Context: an optimization exercise on an open-source flow, tuned for small area, a short achievable clock period and few clock cycles. The choices shown serve that exercise and are no tape-out recipe.
Only simulation tests tie the RTL to the original design; equivalence was not proved.
Power is estimated from default activity; no workload was simulated.

==> flow/design.v <==
package phi_copy_sequencer_pkg;
    localparam int unsigned DEF_ID_W = 16;
    localparam logic [DEF_ID_W-1:0] DEF_TEMP_ID = 16'hFFFF;
endpackage
module copy_ready_picker #(
    parameter int unsigned N = 8
) (
    input  logic [N-1:0]        req,
    input  logic [N-1:0][N-1:0] older,
    output logic [N-1:0]        gnt,
    output logic                any
);
    always_comb begin
        for (int s = 0; s < int'(N); s++)
            gnt[s] = req[s] && !(|(req & older[s]));
        any = |req;
    end
endmodule
module phi_copy_sequencer
#(
    parameter int unsigned     ID_W       = phi_copy_sequencer_pkg::DEF_ID_W,
    parameter int unsigned     MAX_COPIES = 8,
    parameter logic [ID_W-1:0] TEMP_ID    = ID_W'(phi_copy_sequencer_pkg::DEF_TEMP_ID)
) (
    input  logic            clk,
    input  logic            rst,
    input  logic            in_valid,
    output logic            in_ready,
    input  logic [ID_W-1:0] in_dest,
    input  logic [ID_W-1:0] in_src,
    input  logic            in_last,
    output logic            out_valid,
    input  logic            out_ready,
    output logic [ID_W-1:0] out_dest,
    output logic [ID_W-1:0] out_src,
    output logic            out_last,
    output logic            out_nop,
    output logic            err_overflow,
    output logic            err_dup
);
    localparam int unsigned S    = MAX_COPIES;           
    localparam int unsigned TW   = 2;                    
    localparam int unsigned NCTX = 1 << TW;
    localparam int unsigned CW   = $clog2(MAX_COPIES + 1);
    logic            r_v, r_last;
    logic [TW-1:0]   r_tag;
    logic [ID_W-1:0] r_dest, r_src;
    logic [S-1:0]    r_slot;
    logic [S-1:0]    alloc;       
    logic [S-1:0]                 v;         
    logic [S-1:0]                 sv;        
    logic [S-1:0]                 tmp;       
    logic [S-1:0][TW-1:0]         tg;        
    logic [S-1:0][ID_W-1:0]       dest, src;
    logic [S-1:0][S-1:0]          rd;        
    logic [S-1:0][S-1:0]          yng;       
    logic [S-1:0]                 busy;      
    logic [TW-1:0]                in_tag;    
    logic [TW-1:0]                e_tag;     
    logic [NCTX-1:0]              done;      
    logic [NCTX-1:0][S-1:0]       cnt;       
    logic [NCTX-1:0]              f_ovf, f_dup;
    logic            p_v, p_save, p_last, p_nop, p_ovf, p_dup;
    logic [S-1:0]    p_sel;
    logic [S-1:0] p_hold, freev, free_nxt, alloc_nxt;
    logic         acc, rel;
    assign acc       = in_valid && in_ready;
    assign rel       = adv_o && p_v && !p_save && !p_nop;
    assign p_hold    = (p_v && !p_save && !p_nop) ? p_sel : '0;
    assign freev     = ~v & ~(r_v ? r_slot : '0) & ~p_hold;
    assign free_nxt  = (freev & ~(acc ? alloc : '0)) | (rel ? p_hold : '0);
    assign alloc_nxt = free_nxt & (~free_nxt + S'(1));
    logic [S-1:0] same_c, eq_dd, eq_sd, eq_ds, dupm;
    logic         self_cp, dup_hit, full, ins, dupw, ovf_set;
    always_comb begin
        for (int s = 0; s < int'(S); s++) begin
            same_c[s] = v[s] && (tg[s] == r_tag);
            eq_dd[s]  = (dest[s] == r_dest);
            eq_sd[s]  = (src[s]  == r_dest);
            eq_ds[s]  = (dest[s] == r_src);
        end
        dupm    = same_c & eq_dd;
        dup_hit = |dupm;
        self_cp = (r_dest == r_src);
        full    = cnt[r_tag][MAX_COPIES-1];
        ins     = r_v && !self_cp && !dup_hit && !full;
        dupw    = r_v && !self_cp && dup_hit;
        ovf_set = r_v && !self_cp && !dup_hit && full;
    end
    logic [S-1:0]        em, blocked, ready, sel_r, sel_v;
    logic [S-1:0][S-1:0] older;
    logic                any_r, any_v, act, is_nop, is_last, adv_o, adv_e;
    logic                fire, mv, sav, fin;
    always_comb begin
        for (int s = 0; s < int'(S); s++) begin
            em[s]      = v[s] && (tg[s] == e_tag);
            blocked[s] = !sv[s] && |(rd[s] & v & ~(S'(1) << s));
            for (int r = 0; r < int'(S); r++)
                older[s][r] = (r < s) ? yng[r][s] : (r > s) ? !yng[s][r] : 1'b0;
        end
        ready = em & ~blocked;
    end
    copy_ready_picker #(.N(S)) u_pick_r (.req(ready), .older(older), .gnt(sel_r), .any(any_r));
    copy_ready_picker #(.N(S)) u_pick_v (.req(em),    .older(older), .gnt(sel_v), .any(any_v));
    assign act     = done[e_tag];
    assign is_nop  = !cnt[e_tag][0];
    assign is_last = cnt[e_tag][0] && !cnt[e_tag][1];
    assign adv_o   = !out_valid || out_ready;
    assign adv_e   = !p_v || adv_o;
    assign fire    = act && adv_e;
    assign mv      = fire && !is_nop && any_r;
    assign sav     = fire && !is_nop && !any_r;
    assign fin     = fire && (is_nop || (any_r && is_last));
    logic [TW-1:0]   in_tag_nxt;
    logic [NCTX-1:0] done_nxt;
    logic [S-1:0]    busy_nxt;
    logic            room;
    assign in_tag_nxt = (acc && in_last) ? in_tag + TW'(1) : in_tag;
    always_comb begin
        for (int k = 0; k < int'(NCTX); k++)
            done_nxt[k] = (done[k] || (r_v && r_last && r_tag == TW'(k))) && !(fin && e_tag == TW'(k));
        if (ins && !rel)      busy_nxt = {busy[S-2:0], 1'b1};
        else if (rel && !ins) busy_nxt = {1'b0, busy[S-1:1]};
        else                  busy_nxt = busy;
        case ({r_v, acc, rel})
            3'b110:                room = !busy[S-3];
            3'b100, 3'b010, 3'b111: room = !busy[S-2];
            3'b000, 3'b101, 3'b011: room = !busy[S-1];
            default:               room = 1'b1;
        endcase
    end
    always_ff @(posedge clk) begin
        r_dest <= in_dest;
        r_src  <= in_src;
        r_last <= in_last;
        r_tag  <= in_tag;
        r_slot <= alloc;
    end
    always_ff @(posedge clk or posedge rst) begin
        if (rst) alloc <= S'(1);
        else     alloc <= alloc_nxt;
    end
    always_ff @(posedge clk or posedge rst) begin
        if (rst) begin
            r_v      <= 1'b0;
            in_tag   <= '0;
            in_ready <= 1'b1;
            busy     <= '0;
        end else begin
            r_v      <= acc;
            in_tag   <= in_tag_nxt;
            busy     <= busy_nxt;
            in_ready <= !done_nxt[in_tag_nxt] && (room || cnt[in_tag_nxt][MAX_COPIES-1]);
        end
    end
    function automatic logic [S-1:0] rd_col(input int j);
        for (int i = 0; i < int'(S); i++) rd_col[i] = (i != j) && rd[i][j];
    endfunction
    always_ff @(posedge clk or posedge rst) begin
        if (rst) v <= '0;
        else     v <= (v & ~(mv ? sel_r : '0)) | (ins ? r_slot : '0);
    end
    always_ff @(posedge clk) begin
        for (int s = 0; s < int'(S); s++) begin
            if (alloc[s]) begin
                tg[s]   <= in_tag;
                dest[s] <= in_dest;
                sv[s]   <= 1'b0;
                tmp[s]  <= 1'b0;
            end else if (sav) begin
                if (sel_v[s]) sv[s] <= 1'b1;
                if (|(sel_v & rd_col(s)) && v[s]) tmp[s] <= 1'b1;
            end
            if (alloc[s])                src[s] <= in_src;
            else if (dupw && dupm[s])    src[s] <= r_src;
            for (int j = 0; j < int'(S); j++) begin
                if (j != s) begin
                    if (r_slot[j] || (dupw && dupm[j])) rd[s][j] <= eq_ds[s] && same_c[s];
                    else if (r_slot[s])                 rd[s][j] <= eq_sd[j] && same_c[j];
                    if (j > s) begin
                        if (alloc[j])      yng[s][j] <= 1'b1;
                        else if (alloc[s]) yng[s][j] <= 1'b0;
                    end
                end
            end
        end
    end
    always_ff @(posedge clk or posedge rst) begin
        if (rst) begin
            done  <= '0;
            cnt   <= '0;
            f_ovf <= '0;
            f_dup <= '0;
            e_tag <= '0;
        end else begin
            done <= done_nxt;
            for (int k = 0; k < int'(NCTX); k++) begin
                case ({ins && r_tag == TW'(k), mv && e_tag == TW'(k)})
                    2'b10:   cnt[k] <= {cnt[k][S-2:0], 1'b1};
                    2'b01:   cnt[k] <= {1'b0, cnt[k][S-1:1]};
                    default: ;
                endcase
                if (fin && e_tag == TW'(k)) begin
                    f_ovf[k] <= 1'b0;
                    f_dup[k] <= 1'b0;
                end else begin
                    if (ovf_set && r_tag == TW'(k)) f_ovf[k] <= 1'b1;
                    if (dupw    && r_tag == TW'(k)) f_dup[k] <= 1'b1;
                end
            end
            if (fin) e_tag <= e_tag + TW'(1);
        end
    end
    always_ff @(posedge clk or posedge rst) begin
        if (rst) p_v <= 1'b0;
        else if (adv_e) p_v <= act;
    end
    always_ff @(posedge clk) begin
        if (adv_e) begin
            p_sel  <= is_nop ? '0 : (any_r ? sel_r : sel_v);
            p_save <= !is_nop && !any_r;
            p_last <= is_nop || (any_r && is_last);
            p_nop  <= is_nop;
            p_ovf  <= f_ovf[e_tag];
            p_dup  <= f_dup[e_tag];
        end
    end
    logic [ID_W-1:0] d_mux, s_mux;
    logic            t_mux;
    always_comb begin
        d_mux = '0;
        s_mux = '0;
        t_mux = 1'b0;
        for (int s = 0; s < int'(S); s++) begin
            d_mux |= p_sel[s] ? dest[s] : '0;
            s_mux |= p_sel[s] ? src[s]  : '0;
            t_mux |= p_sel[s] & tmp[s];
        end
    end
    always_ff @(posedge clk or posedge rst) begin
        if (rst) out_valid <= 1'b0;
        else if (adv_o) out_valid <= p_v;
    end
    always_ff @(posedge clk) begin
        if (adv_o) begin
            out_dest     <= p_save ? TEMP_ID : d_mux;
            out_src      <= p_save ? d_mux : (t_mux ? TEMP_ID : s_mux);
            out_last     <= p_last;
            out_nop      <= p_nop;
            err_overflow <= p_ovf;
            err_dup      <= p_dup;
        end
    end
endmodule
export LEC_CHECK = 0
export CAP_MARGIN = 20
export CORE_MARGIN = 2
export CORE_UTILIZATION = 30
export SETUP_SLACK_MARGIN = 4.5
export SLEW_MARGIN = 20
export TNS_END_PERCENT = 5
create_clock -name core_clock -period 7.0 [get_ports {clk}]
standard.sh (not shown) runs the stock make flow with config.mk's settings and CLKGATE_MAP_FILE= SYNTH_SCRIPT=/design/flow/synth_recipe.tcl, a recipe that flattens the netlist after the stock synthesis.
==> flow/flow/run.sh <==
#!/bin/bash
# The standard layout, with faster port buffers (buf_4 instead of the
# default delay-buffer pick) and gate sizing not tied to the cell footprint.
# make's full output goes to standard.log; ORFS keeps each step's log under orfs/logs.
set -o pipefail
bash standard.sh MATCH_CELL_FOOTPRINT=0 "BUFFER_PORTS_ARGS=-buffer_cell sky130_fd_sc_hd__buf_4" finish > standard.log 2>&1
Testbench counts at the start, summed over its fixed seeds: cycles 39,774.
Change:
==> flow/run.sh (new file) <==
#!/bin/bash
# synth_recipe.tcl (not shown) runs the flow's synth.tcl, then flattens the netlist and writes it again
# the make line also repeats each setting of config.mk as NAME=value (left out here)
make -C /OpenROAD-flow-scripts/flow DESIGN_CONFIG=/design/flow/config.mk WORK_HOME=/design/flow/orfs CLKGATE_MAP_FILE= SYNTH_SCRIPT=/design/flow/synth_recipe.tcl finish
removed: flow/flow/run.sh
removed: flow/standard.sh
Effect: Via count came out lower slightly; power stays flat; area after synthesis is unchanged; count of clock-buffer cells in the layout came out higher by 1; register-to-register slack is worse by 0.06 ns.

## separate check: timing with driven ports
Ports are ideal in the flow. The routed layouts listed here were re-timed in OpenROAD.
Step 1 (the two cells are an assumption about what drives the block):
set clk [get_ports {clk}]
set_driving_cell -lib_cell sky130_fd_sc_hd__clkbuf_16 $clk
set_driving_cell -lib_cell sky130_fd_sc_hd__buf_2 [delete_from_list [all_inputs] $clk]
Step 2, shift: input delay + t, output delay - t, t = (earliest + latest rising clock arrival at the registers) / 2. This alone moves slack from input paths to output paths.
Three values: ideal ports, drivers, drivers and shift; two values: the first two.
run	t, ns	setup WS [ns]	worst hold slack (ns)	worst setup path after step 2	clock arrival spread, ns
the first run	0.704	4.080 / 4.080 / 3.614	0.408 / 0.408 / 0.408	input to register	0.031 / 0.031
the second run	0.703	4.020 / 4.020 / 3.542	0.429 / 0.429 / 0.429	input to register	0.042 / 0.041
After both steps setup and hold are still met in every run listed. For the second run, which loses most, drivers alone change the setup slack by 0.000 ns; drivers and shift together by -0.478 ns.
